This design comes from an exercise in tuning for small area on the open sky130 flow, not from production work.
Function was checked by simulation only, so behaviour that the tests miss may differ from the original.
Power is estimated from default activity; no workload was simulated. No driver is modelled on the clock port, so clocking that relies on it looks cheaper here than on a real chip.

## v34
## conv_window_gen
module conv_window_gen #(
  parameter int DATA_WIDTH    = 12,
  parameter int FILTER_WIDTH  = 5,
  parameter int INPUT_WIDTH   = 32,
  parameter int INPUT_HEIGTH  = 32,
  parameter int OUTPUT_WIDTH  = INPUT_WIDTH - FILTER_WIDTH + 1,
  parameter int OUTPUT_HEIGTH = INPUT_HEIGTH - FILTER_WIDTH + 1
) (
  input  logic                                            clk,
  input  logic                                            rst_n,
  input  logic                                            in_valid,
  output logic                                            in_ready,
  input  logic signed [DATA_WIDTH-1:0]                    in_pixel,
  output logic                                            win_valid,
  input  logic                                            win_ready,
  output logic [FILTER_WIDTH*FILTER_WIDTH*DATA_WIDTH-1:0] win_data,
  output logic [$clog2(OUTPUT_HEIGTH)-1:0]                win_row,
  output logic [$clog2(OUTPUT_WIDTH)-1:0]                 win_col,
  output logic                                            frame_done
);
  localparam int c_col_w = $clog2(INPUT_WIDTH);
  localparam int c_row_w = $clog2(INPUT_HEIGTH);
  localparam int c_len   = (FILTER_WIDTH - 1) * INPUT_WIDTH + FILTER_WIDTH;
  localparam int c_off   = FILTER_WIDTH - 1;
  logic                  r_started;
  logic                  r_win_valid;
  logic [c_row_w-1:0]    r_row;
  logic [c_col_w-1:0]    r_col;
  logic [DATA_WIDTH-1:0] r_chain [c_len];
  logic               w_accept;
  logic               w_col_last;
  ...
export LEC_CHECK = 0
export CAP_MARGIN = 20
export CORE_MARGIN = 2
export CORE_UTILIZATION = 40
export SLEW_MARGIN = 20
create_clock -name core_clock -period 8.0 [get_ports {clk}]
standard.sh (not shown) runs the stock make flow with config.mk's settings and CLKGATE_MAP_FILE= SYNTH_SCRIPT=/design/flow/synth_recipe.tcl, a recipe that flattens the netlist after the stock synthesis.
==> flow/flow/run.sh <==
#!/bin/bash
# Standard ORFS layout with two changes: port buffers use the smallest
# buffer, and CTS builds larger sink clusters without dummy loads.
set -euo pipefail
export BUFFER_PORTS_ARGS="-buffer_cell sky130_fd_sc_hd__buf_1"
export CTS_ARGS="-sink_clustering_enable -repair_clock_nets -dont_use_dummy_load -sink_clustering_size 30 -sink_clustering_max_diameter 100"
bash standard.sh > standard_flow.log 2>&1
--- input diff v34..v26 ---
- an added PLACE_DENSITY of 0.75
- a change of CORE_UTILIZATION from 40 to 65
--- outcome ---
- Cell count after placement: v26 lower than v34
- The largest vdd supply drop of v26 exceeds that of v34 by 0.000037 V.
- v26: utilization higher than v34
- The non-clock buffer share of cell area was comparable across v34 and v26.
- Between v34 and v26, total power divided by cell area decreased.
- Worst setup slack: v26 vs v34 down 0.011 ns
- v26 ended with every stage complete and zero timing, DRC or antenna violations.
- | total power | higher: v34 |
- Compared with v34, v26 shows tightest slew margin relative to the limit lower by 7.3 points.
- In terms of fraction of registers with async set/reset, v34 and v26 differ only marginally.
- NOTE final non-filler cell area v34->v26 decreased slightly
- As of v26, detail-routed via count per cell had risen by more than 10% compared to v34.
The inputs of v25 differ from those of v26 as listed below.
- clearing PLACE_DENSITY, which used to be 0.75
- swapping 65 for 40 in CORE_UTILIZATION
==> flow/run.sh (new file) <==
#!/bin/bash
# synth_recipe.tcl (not shown) runs the flow's synth.tcl, then flattens the netlist and writes it again
# the make line also repeats each setting of config.mk as NAME=value (left out here)
make -C /OpenROAD-flow-scripts/flow DESIGN_CONFIG=/design/flow/config.mk WORK_HOME=/design/flow/orfs CLKGATE_MAP_FILE= SYNTH_SCRIPT=/design/flow/synth_recipe.tcl finish
removed: flow/flow/run.sh
removed: flow/standard.sh
==> comparison <==
- Higher share of the clock period used by the worst path was reported by v25, not v26.
- On critical path depth, v25 and v26 are basically level.
- Across both runs, utilization was lower for v25 than for v26.
Edits applied to the flow inputs when going from v25 to v39:
- a change of CORE_UTILIZATION from 40 to 72
- an added PLACE_DENSITY of 0.82
==> flow/flow/run.sh (new file) <==
#!/bin/bash
# Standard ORFS layout with two changes: port buffers use the smallest
# buffer, and CTS builds larger sink clusters without dummy loads.
set -euo pipefail
export BUFFER_PORTS_ARGS="-buffer_cell sky130_fd_sc_hd__buf_1"
export CTS_ARGS="-sink_clustering_enable -repair_clock_nets -dont_use_dummy_load -sink_clustering_size 30 -sink_clustering_max_diameter 100"
bash standard.sh > standard_flow.log 2>&1
==> flow/standard.sh (new file) <==
#!/bin/bash
# synth_recipe.tcl (not shown) runs the flow's synth.tcl, then flattens the netlist and writes it again
# the make line also repeats each setting of config.mk as NAME=value (left out here)
make -C /OpenROAD-flow-scripts/flow DESIGN_CONFIG=/design/flow/config.mk WORK_HOME=/design/flow/orfs CLKGATE_MAP_FILE= SYNTH_SCRIPT=/design/flow/synth_recipe.tcl "${@:-finish}"
removed: flow/run.sh
--- outcome ---
Changes observed in v39 relative to v25: number of library cell types mapped by synthesis now sits at about the same level, clock period minus worst slack -0.72 ns, post-synthesis share of cell area spent on xor and xnor gates flat, clock share of power shows a reduction of 15 points. Measured against each other, v25 and v39 differ in fmax, the higher figure coming from v39. Between v25 and v39, the overall power of the completed layout is higher for v25. Compared with v25, in v39 portion of total power attributed to combinational logic held; worst setup slack went up 0.72 ns. Wire: v39 routes more than v25. Going from v25 to v39, the number of non-clock buffers was found to have gone down by 0.57%. Between v25 and v39, detailed-router iteration count before antenna repair increased.
Inputs modified between v39 and v32:
- CORE_UTILIZATION now 80, was 72
- PLACE_DENSITY now 0.88, was 0.82
--- outcome ---
- v32 failed in 3_5_place_dp with DPL-0033.
- Reported for v39 and v32, share of synthesized cell area in and, or, nand and nor gates turned out identical to the last digit.
- Measured against v32, the placer's final routability congestion estimate of v39 comes out at 1.07 times the reference value.
- Diff v39 -> v32: net count after synthesis flat; initial core utilization shows an increase of 8.2 points; half-perimeter wire length after placement now sits higher; die extent in x now smaller; number of rows in the core area went down by 5.
- Flop and latch count out of synthesis of v32 is on par with v39.
- The cell count after synthesis on v32 is in line with that on v39.
> inputs changed (v32 -> v24)
- swapping 0.88 for 0.75 in PLACE_DENSITY
- swapping 80 for 65 in CORE_UTILIZATION
==> flow/flow/run.sh <==
#!/bin/bash
# Standard ORFS layout with two changes: port buffers use the smallest
# buffer, and CTS builds larger sink clusters without dummy loads.
set -euo pipefail
export BUFFER_PORTS_ARGS="-buffer_cell sky130_fd_sc_hd__buf_1"
export CTS_ARGS="-sink_clustering_enable -repair_clock_nets -dont_use_dummy_load -sink_clustering_size 16 -sink_clustering_max_diameter 50 -buf_list sky130_fd_sc_hd__clkbuf_8"
bash standard.sh > standard_flow.log 2>&1
Notes after the runs:
Status for v24 and v32: clean finish in v24 only
3_5_place_dp: v32 exited with error
Post-synthesis mux area share: v24 vs v32 identical
Reported for v24 and v32, quantity of I/O buffers inserted on ports turned out identical to the last digit.
Summary of the comparison: x dimension of the die is higher in v24, relative to v32.
~same post-synthesis share of cell area spent on xor and xnor gates in v24 and v32
v24 reports a higher die outline height than v32 does.
v24 -> v32: synthesized netlist cell count delta 0, exact match
v24 vs v32 — final weighted congestion of routability-driven global placement dropped by a few percent
The effective utilization at floorplan reported for v24 is smaller than that of v32 by 15 points.
The total number of placement rows of v24 is higher than that of v32.
v24 -> v32: sequential fraction of the synthesis area delta 0, exact match
As of v24, half-perimeter wire length after detailed placement had fallen by more than a quarter compared to v32.

==> re-timing with driven ports <==
Ports are ideal in the flow. The routed layouts listed here were re-timed in OpenROAD.
Step 1 assumes that a clkbuf_16 drives the clock port and a buf_2 every other input.
Step 2 adds t to the input delays and takes it off the output delays; t is the mean of the earliest and latest rising clock arrival at the registers after step 1. Input paths then give back, and output paths get back, about the clock's delay inside the block.
a / b / c = ideal / step 1 / step 2; a / b = the first two.
run | t (ns) | slack for setup (ns) | worst setup path after step 2 | slew at the worst register clock pin (ns) | pins driven straight from the clock port
v34 | 0.688 | 4.260 / 4.240 / 4.063 | input to register | 0.11 / 0.11 | 1
v26 | 0.697 | 4.250 / 4.224 / 3.710 | input to register | 0.11 / 0.11 | 1
v25 | 0.785 | 3.519 / 3.494 / 3.398 | input to register | 0.06 / 0.06 | 1
v39 | 0.709 | 4.235 / 4.207 / 3.886 | input to register | 0.12 / 0.12 | 1
v24 | 0.760 | 4.205 / 4.142 / 3.651 | input to register | 0.10 / 0.10 | 1
After both steps setup and hold are still met in every run listed. The setup slack of v24, which loses most, moves by -0.063 ns with the drivers and by -0.554 ns with both steps.
